From an optimization exercise on the open Yosys and OpenROAD flow, aimed at small area, a short achievable clock period and few clock cycles; shortcuts taken in it are not production practice.
The RTL was checked by simulation tests, not by an equivalence proof against the original design.
The clock port is modelled as an ideal driver; clocking choices that lean on that would not hold on a real chip.
Power and IR drop assume default switching activity.

Design gpu_property_tlv_parser, start of the top module:
module gpu_property_tlv_parser (
   input  logic         clock,
   input  logic         reset,
   input  logic         req_tvalid,
   output logic         req_tready,
   input  logic [7:0]   req_tdata,
   input  logic         req_tlast,
   output logic         rsp_tvalid,
   input  logic         rsp_tready,
   output logic [399:0] rsp_tdata,
   output logic [1:0]   rsp_tuser
);
Size in the first run: roughly 690 cells after synthesis, ~420 I/O pins, about 16,000 sq um of cells after synthesis.
==> flow/config.mk <==
export PLATFORM = sky130hd
export DESIGN_NAME = gpu_property_tlv_parser
export DESIGN_NICKNAME = gpu_property_tlv_parser
export VERILOG_FILES = /design/flow/design.v
export SDC_FILE = /design/flow/constraint.sdc
export NUM_CORES = 4
export LEC_CHECK = 0
export CAP_MARGIN = 20
export CORE_MARGIN = 2
export CORE_UTILIZATION = 40
export CTS_CLUSTER_DIAMETER = 60
export CTS_CLUSTER_SIZE = 25
export PLACE_DENSITY = 0.5
export SETUP_SLACK_MARGIN = 3.2
export SLEW_MARGIN = 20
==> flow/constraint.sdc <==
create_clock -name core_clock -period 5.0 [get_ports {clock}]
set_input_delay 1.0000 -clock core_clock [delete_from_list [all_inputs] [get_ports {clock}]]
set_output_delay 1.0000 -clock core_clock [all_outputs]
set_load 0.01 [all_outputs]
standard.sh (not shown) runs the stock make flow with config.mk's settings and CLKGATE_MAP_FILE= SYNTH_SCRIPT=/design/flow/synth_recipe.tcl, a recipe that flattens the netlist after the stock synthesis.
==> flow/flow/run.sh <==
#!/bin/bash
# Standard ORFS layout, with one change after clock tree synthesis
# (post_cts.tcl): the tree's root buffer, which only relays the clock port to
# the first branching buffers, is removed so that the port drives those
# buffers directly. This takes one buffer stage off every register's clock
# path alike; the clock tree below it is untouched.
set -euo pipefail
bash standard.sh "POST_CTS_TCL=$PWD/flow/post_cts.tcl" finish > standard_flow.log 2>&1
==> flow/flow/post_cts.tcl <==
set block [ord::get_db_block]
set port_net [[$block findBTerm clock] getNet]
set sinks [$port_net getITerms]
if {[llength $sinks] == 1} {
  set root [[lindex $sinks 0] getInst]
  set out_net [[$root findITerm X] getNet]
  set loads {}
  foreach it [$out_net getITerms] {
    if {[$it getInst] != $root} { lappend loads $it }
  }
  if {[llength $loads] <= 4 && [string match "sky130_fd_sc_hd__clkbuf_*" [[$root getMaster] getName]]} {
    puts "post_cts: bypassing root buffer [$root getName] ([llength $loads] loads)"
    [$root findITerm A] disconnect
    [$root findITerm X] disconnect
    foreach it $loads {
      $it disconnect
      $it connect $port_net
    }
    odb::dbInst_destroy $root
    odb::dbNet_destroy $out_net
    estimate_parasitics -placement
    repair_timing_helper
    detailed_placement
    check_placement -verbose
    estimate_parasitics -placement
    report_clock_latency
  }
}
The baseline completed without violations.
Testbench counts at the start, summed over its fixed seeds: cycles 28,137.
Rerun with:
==> flow/run.sh (new file) <==
#!/bin/bash
# synth_recipe.tcl (not shown) runs the flow's synth.tcl, then flattens the netlist and writes it again
# the make line also repeats each setting of config.mk as NAME=value (left out here)
make -C /OpenROAD-flow-scripts/flow DESIGN_CONFIG=/design/flow/config.mk WORK_HOME=/design/flow/orfs CLKGATE_MAP_FILE= SYNTH_SCRIPT=/design/flow/synth_recipe.tcl finish
--- a/flow/config.mk
+++ b/flow/config.mk
@@ -11,5 +11,5 @@
 export CTS_CLUSTER_DIAMETER = 60
 export CTS_CLUSTER_SIZE = 25
-export PLACE_DENSITY = 0.5
-export SETUP_SLACK_MARGIN = 3.2
+export PLACE_DENSITY = 0.45
+export SETUP_SLACK_MARGIN = 2.9
 export SLEW_MARGIN = 20
removed: flow/flow/run.sh
removed: flow/flow/post_cts.tcl
removed: flow/standard.sh
Effect:
- non-clock buffer count falls by 4
- setup slack is worse by 0.21 ns
- clock skew rises by 0.011 ns
- critical path depth stays the same
- core utilization barely changes
Rerun with:
==> flow/flow/run.sh (new file) <==
#!/bin/bash
# Standard ORFS layout, with one change after clock tree synthesis
# (post_cts.tcl): the tree's root buffer, which only relays the clock port to
# the first branching buffers, is removed so that the port drives those
# buffers directly. This takes one buffer stage off every register's clock
# path alike; the clock tree below it is untouched.
set -euo pipefail
bash standard.sh "POST_CTS_TCL=$PWD/flow/post_cts.tcl" finish > standard_flow.log 2>&1
==> flow/flow/post_cts.tcl (new file) <==
set block [ord::get_db_block]
set port_net [[$block findBTerm clock] getNet]
set sinks [$port_net getITerms]
if {[llength $sinks] == 1} {
  set root [[lindex $sinks 0] getInst]
  set out_net [[$root findITerm X] getNet]
  set loads {}
  foreach it [$out_net getITerms] {
    if {[$it getInst] != $root} { lappend loads $it }
  }
  if {[llength $loads] <= 4 && [[$root getMaster] getName] eq "sky130_fd_sc_hd__clkbuf_16"} {
    puts "post_cts: bypassing root buffer [$root getName] ([llength $loads] loads)"
    [$root findITerm A] disconnect
    [$root findITerm X] disconnect
    foreach it $loads {
      $it disconnect
      $it connect $port_net
    }
    odb::dbInst_destroy $root
    odb::dbNet_destroy $out_net
    estimate_parasitics -placement
    repair_timing_helper
    detailed_placement
    check_placement -verbose
    estimate_parasitics -placement
    report_clock_latency
  }
}
==> flow/standard.sh (new file) <==
#!/bin/bash
# synth_recipe.tcl (not shown) runs the flow's synth.tcl, then flattens the netlist and writes it again
# the make line also repeats each setting of config.mk as NAME=value (left out here)
make -C /OpenROAD-flow-scripts/flow DESIGN_CONFIG=/design/flow/config.mk WORK_HOME=/design/flow/orfs CLKGATE_MAP_FILE= SYNTH_SCRIPT=/design/flow/synth_recipe.tcl "${@:-finish}"
--- a/flow/config.mk
+++ b/flow/config.mk
@@ -12,4 +12,4 @@
 export CTS_CLUSTER_SIZE = 25
 export PLACE_DENSITY = 0.45
-export SETUP_SLACK_MARGIN = 2.9
+export SETUP_SLACK_MARGIN = 3.1
 export SLEW_MARGIN = 20
removed: flow/run.sh
- The new run completed without violations
- wire length shrinks by about 0.36%
- total power shrinks by about 3%
- core utilization shrinks by 0.16 points
- clock skew hardly moves
- via count grows by 2.0%
- non-clock buffer count grows by 1
- die area stays the same
- global-route usage shrinks by 0.47 points
- combinational power shrinks by about 2%
Rerun with:
--- a/flow/config.mk
+++ b/flow/config.mk
@@ -8,8 +8,8 @@
 export CAP_MARGIN = 20
 export CORE_MARGIN = 2
-export CORE_UTILIZATION = 40
+export CORE_UTILIZATION = 30
 export CTS_CLUSTER_DIAMETER = 60
 export CTS_CLUSTER_SIZE = 25
-export PLACE_DENSITY = 0.45
-export SETUP_SLACK_MARGIN = 3.1
+export PLACE_DENSITY = 0.35
+export SETUP_SLACK_MARGIN = 3.15
 export SLEW_MARGIN = 20
The new run went through all stages and came out clean.
Clock power climbs by 15%.
Worst setup slack got worse by 0.029 ns.
Sequential cell count does not change.
Power climbs by 5.5%.
Hold slack improved by 0.010 ns.
Synthesized cell count is unchanged.
Cell count climbs by 11%.
Area after synthesis does not change.
Rerun with:
--- a/flow/flow/post_cts.tcl
+++ b/flow/flow/post_cts.tcl
@@ -9,5 +9,5 @@
     if {[$it getInst] != $root} { lappend loads $it }
   }
-  if {[llength $loads] <= 4 && [[$root getMaster] getName] eq "sky130_fd_sc_hd__clkbuf_16"} {
+  if {[llength $loads] <= 4 && [string match "sky130_fd_sc_hd__clkbuf_*" [[$root getMaster] getName]]} {
     puts "post_cts: bypassing root buffer [$root getName] ([llength $loads] loads)"
     [$root findITerm A] disconnect
--- a/flow/config.mk
+++ b/flow/config.mk
@@ -8,8 +8,8 @@
 export CAP_MARGIN = 20
 export CORE_MARGIN = 2
-export CORE_UTILIZATION = 30
+export CORE_UTILIZATION = 40
 export CTS_CLUSTER_DIAMETER = 60
 export CTS_CLUSTER_SIZE = 25
-export PLACE_DENSITY = 0.35
-export SETUP_SLACK_MARGIN = 3.15
+export PLACE_DENSITY = 0.45
+export SETUP_SLACK_MARGIN = 2.85
 export SLEW_MARGIN = 20
After rerunning:
- sequential share of layout area increases by 2.1 points
- via count fell by 1.2%
- die area is lower by about 25%
- design area falls by about 3%
- final cell count falls by 9.9%
- first-iteration DRC count goes up by 43%
- total power decreases by 3.3%
- area after synthesis does not change
- clock power drops by 7.4%


## job 1890
Starting RTL as in the previous note.
clock: 5.0 ns
lec_check: 0
cap_margin: 20
core_margin: 2
core_utilization: 40
cts_cluster_diameter: 80
cts_cluster_size: 30
place_density: 0.45
setup_slack_margin: 3.0
slew_margin: 20
==> flow/flow/run.sh <==
#!/bin/bash
# Standard ORFS layout, with one change after clock tree synthesis
# (post_cts.tcl): the tree's root buffer, which only relays the clock port to
# the first branching buffers, is removed so that the port drives those
# buffers directly. This takes one buffer stage off every register's clock
# path alike; the clock tree below it is untouched.
set -euo pipefail
bash standard.sh "POST_CTS_TCL=$PWD/flow/post_cts.tcl" "BUFFER_PORTS_ARGS=-buffer_cell sky130_fd_sc_hd__buf_1" finish > standard_flow.log 2>&1
==> flow/flow/post_cts.tcl <==
set block [ord::get_db_block]
set port_net [[$block findBTerm clock] getNet]
set sinks [$port_net getITerms]
if {[llength $sinks] == 1} {
  set root [[lindex $sinks 0] getInst]
  set out_net [[$root findITerm X] getNet]
  set loads {}
  foreach it [$out_net getITerms] {
    if {[$it getInst] != $root} { lappend loads $it }
  }
  if {[llength $loads] <= 4 && [string match "sky130_fd_sc_hd__clkbuf_*" [[$root getMaster] getName]]} {
    puts "post_cts: bypassing root buffer [$root getName] ([llength $loads] loads)"
    [$root findITerm A] disconnect
    [$root findITerm X] disconnect
    foreach it $loads {
      $it disconnect
      $it connect $port_net
    }
    odb::dbInst_destroy $root
    odb::dbNet_destroy $out_net
    estimate_parasitics -placement
    repair_timing_helper
    detailed_placement
    check_placement -verbose
    estimate_parasitics -placement
    report_clock_latency
  }
}
Having completed the whole flow, job 1890 delivered a layout that passed the timing, design-rule and antenna checks.
Testbench counts of job 1890, summed over its fixed seeds: cycles 28,137.
Input changes introduced in job 746 (baseline for comparison: job 1890):
- CTS_CLUSTER_SIZE changed from 30 to 18
- CTS_CLUSTER_DIAMETER changed from 80 to 50
- CTS_BUF_LIST newly set to sky130_fd_sc_hd__clkbuf_8
==> comparison <==
- Comparing all-layer global routing usage for job 1890 and job 746, the smaller number came from job 1890.
- Going from job 1890 to job 746, basic-gate share of the synthesized area counting and, or, nand and nor cells did not really move, number of logic stages on the critical path including buffering did not really move, routed wire length went up.
Relative to job 746, the following input files were edited for job 6775:
- changing PLACE_DENSITY from 0.45 to 0.65
- changing CTS_CLUSTER_DIAMETER from 50 to 60
- changing SETUP_SLACK_MARGIN from 3.0 to 3.1
- removing CTS_BUF_LIST (formerly sky130_fd_sc_hd__clkbuf_8)
- changing CORE_UTILIZATION from 40 to 55
- changing CTS_CLUSTER_SIZE from 18 to 25
-- flow/flow/run.sh --
<<< job 746, line 8
bash standard.sh "POST_CTS_TCL=$PWD/flow/post_cts.tcl" "BUFFER_PORTS_ARGS=-buffer_cell sky130_fd_sc_hd__buf_1" finish > standard_flow.log 2>&1
>>> job 6775, line 8
bash standard.sh "POST_CTS_TCL=$PWD/flow/post_cts.tcl" finish > standard_flow.log 2>&1
-- flow/flow/post_cts.tcl --
<<< job 746, line 11
  if {[llength $loads] <= 4 && [string match "sky130_fd_sc_hd__clkbuf_*" [[$root getMaster] getName]]} {
>>> job 6775, line 11
  if {[llength $loads] <= 4 && [[$root getMaster] getName] eq "sky130_fd_sc_hd__clkbuf_16"} {
==> comparison <==
Comparing job 6775 and job 746, met2 usage is higher on job 6775.
Sort job 6775 and job 746 by weighted congestion at the end of routability-driven global placement, descending, and job 6775 comes first.
Taking job 746 as the reference, in job 6775 count of clock-buffer cells in the layout fell 32%; proportion of layout cells with a drive suffix above 1 increased 19 points; number of non-filler instances in the completed layout now sits lower.
For job 436, these inputs were changed with respect to job 6775:
- PLACE_DENSITY changed from 0.65 to 0.45
- CORE_UTILIZATION changed from 55 to 45
- SETUP_SLACK_MARGIN changed from 3.1 to 3.05
-- flow/flow/run.sh --
<<< job 6775, line 8
bash standard.sh "POST_CTS_TCL=$PWD/flow/post_cts.tcl" finish > standard_flow.log 2>&1
>>> job 436, line 8
bash standard.sh "POST_CTS_TCL=$PWD/flow/post_cts.tcl" "BUFFER_PORTS_ARGS=-buffer_cell sky130_fd_sc_hd__buf_1" finish > standard_flow.log 2>&1
-- flow/flow/post_cts.tcl --
<<< job 6775, line 11
  if {[llength $loads] <= 4 && [[$root getMaster] getName] eq "sky130_fd_sc_hd__clkbuf_16"} {
>>> job 436, line 11
  if {[llength $loads] <= 4 && [string match "sky130_fd_sc_hd__clkbuf_*" [[$root getMaster] getName]]} {
Results
- Looking at the reports, job 436 completed the entire flow and the layout it produced met the timing, design-rule and antenna checks.
- | minimum period implied by the final worst setup slack | job 436 vs job 6775 | better |
- Per the comparison of job 436 with job 6775, routing usage on met2 down 7.5 points; initial antenna violation count rose by 1; die area rose by 22%.
- Job 436 ends up with lower post-route standard cell area excluding fillers than job 6775 does.
- Looking at internal cell power, job 436 sits about 5% higher than job 6775 does.
- Between job 6775 and job 436, largest net degree at the start of global routing decreased.
- Final clock period utilization by the worst path: job 436 < job 6775
- Fmax sits higher in job 436 than in job 6775.
Changes in job 1049 relative to job 436:
- swapping 3.05 for 3.1 in SETUP_SLACK_MARGIN
- putting CTS_BUF_LIST at sky130_fd_sc_hd__clkbuf_8 where nothing was set
- swapping 25 for 20 in CTS_CLUSTER_SIZE
- swapping 45 for 40 in CORE_UTILIZATION
-- flow/flow/run.sh --
<<< job 436, line 8
bash standard.sh "POST_CTS_TCL=$PWD/flow/post_cts.tcl" "BUFFER_PORTS_ARGS=-buffer_cell sky130_fd_sc_hd__buf_1" finish > standard_flow.log 2>&1
>>> job 1049, line 8
bash standard.sh "POST_CTS_TCL=$PWD/flow/post_cts.tcl" finish > standard_flow.log 2>&1
- Vertical extent of the die ended up 5.9% higher on job 1049 than on job 436.
- Number of vias in the routed layout delta for job 1049 relative to job 436: about 0.4% higher
- Maximum number of pins on one net before global-route repair: job 1049 vs job 436 down about 8%
- Comparing power attributed to the clock group for job 436 and job 1049, the bigger number came from job 436.
- Compared with job 436, in job 1049 effective utilization at floorplan shows a reduction of 5.6 points; design internal power shows a reduction of 11%; area added between synthesis and finish shows an increase of 0.61 points.
- Net switching power figure for job 1049: 0.19 mW down relative to job 436
- Job 1049: no failed stages, no open violations at the end
--- input diff job 1049..job 3549 ---
- CTS_CLUSTER_SIZE: 20 -> 25
- SETUP_SLACK_MARGIN: 3.1 -> 3.0
- CTS_BUF_LIST: sky130_fd_sc_hd__clkbuf_8 -> unset
-- flow/flow/run.sh --
<<< job 1049, line 8
bash standard.sh "POST_CTS_TCL=$PWD/flow/post_cts.tcl" finish > standard_flow.log 2>&1
>>> job 3549, line 8
bash standard.sh "POST_CTS_TCL=$PWD/flow/post_cts.tcl" "BUFFER_PORTS_ARGS=-buffer_cell sky130_fd_sc_hd__buf_1" "CTS_ARGS=-sink_clustering_enable -repair_clock_nets -sink_clustering_size 20 -sink_clustering_max_diameter 45 -buf_list sky130_fd_sc_hd__clkbuf_16 -sink_clustering_buffer sky130_fd_sc_hd__clkbuf_8" finish > standard_flow.log 2>&1
### Flow results
Comparing job 3549 and job 1049, the lower utilization was measured on job 3549. The run with more routed wire is job 1049, not job 3549. Job 3549 ends up with lower routed wire length on met2 than job 1049 does. Job 3549 vs. job 1049: share of the clock period used by the worst path after layout went down by 1.4 points, sequential share of layout area has increased. Fmax: job 3549 higher than job 1049. The clock transition time at the flip-flop clock pins of the worst setup and hold paths of job 3549 falls short of that of job 1049 by 0.02 ns. Diff job 1049 -> job 3549: final-layout worst hold slack has increased, total power shows an increase of about 8%. Share of power burned in the clock network (higher): job 3549.

==> afterwards: timing with drivers on the ports <==
The flow's constraints put no driver on any port. The routed layouts listed below were extracted and timed again, unchanged, in two steps. Step 1 sets driving cells, clkbuf_16 on the clock port and buf_2 on the other inputs (assumed; they add their load-dependent delay and slew). Step 2 times the ports against the registers' clock, not the clock port: input delays grow and output delays shrink by t, the midpoint of the rising clock arrivals with the driver on. Slacks: ideal ports / drivers / drivers and shift; pairs: ideal ports / drivers.
run	t (ns)	setup slack, ns	worst setup path after step 2	clock arrival spread, ns	worst slew at a driven data input, ns
the first run of note 1	0.470	3.070 / 2.960 / 2.815	input to register	0.017 / 0.017	0.07
the second run of note 1	0.610	2.855 / 2.802 / 2.423	input to register	0.027 / 0.028	0.05
the third run of note 1	0.479	3.064 / 2.951 / 2.790	input to register	0.023 / 0.023	0.05
the fourth run of note 1	0.496	3.035 / 2.922 / 2.786	input to register	0.018 / 0.018	0.06
the fifth run of note 1	0.477	2.860 / 2.818 / 2.472	input to register	0.029 / 0.029	0.05
job 1890	0.494	2.998 / 2.930 / 2.656	input to register	0.037 / 0.037	0.05
job 746	0.501	3.040 / 2.940 / 2.670	input to register	0.033 / 0.034	0.05
job 6775	0.504	2.969 / 2.909 / 2.642	input to register	0.019 / 0.019	0.05
job 436	0.457	3.041 / 2.943 / 2.753	input to register	0.029 / 0.029	0.05
job 1049	0.495	3.016 / 2.919 / 2.757	input to register	0.027 / 0.027	0.05
job 3549	0.469	3.086 / 2.973 / 2.739	input to register	0.025 / 0.025	0.05
After both steps setup and hold are still met in every run listed. For the second run of note 1, which loses most, drivers alone change the setup slack by -0.053 ns; drivers and shift together by -0.432 ns.
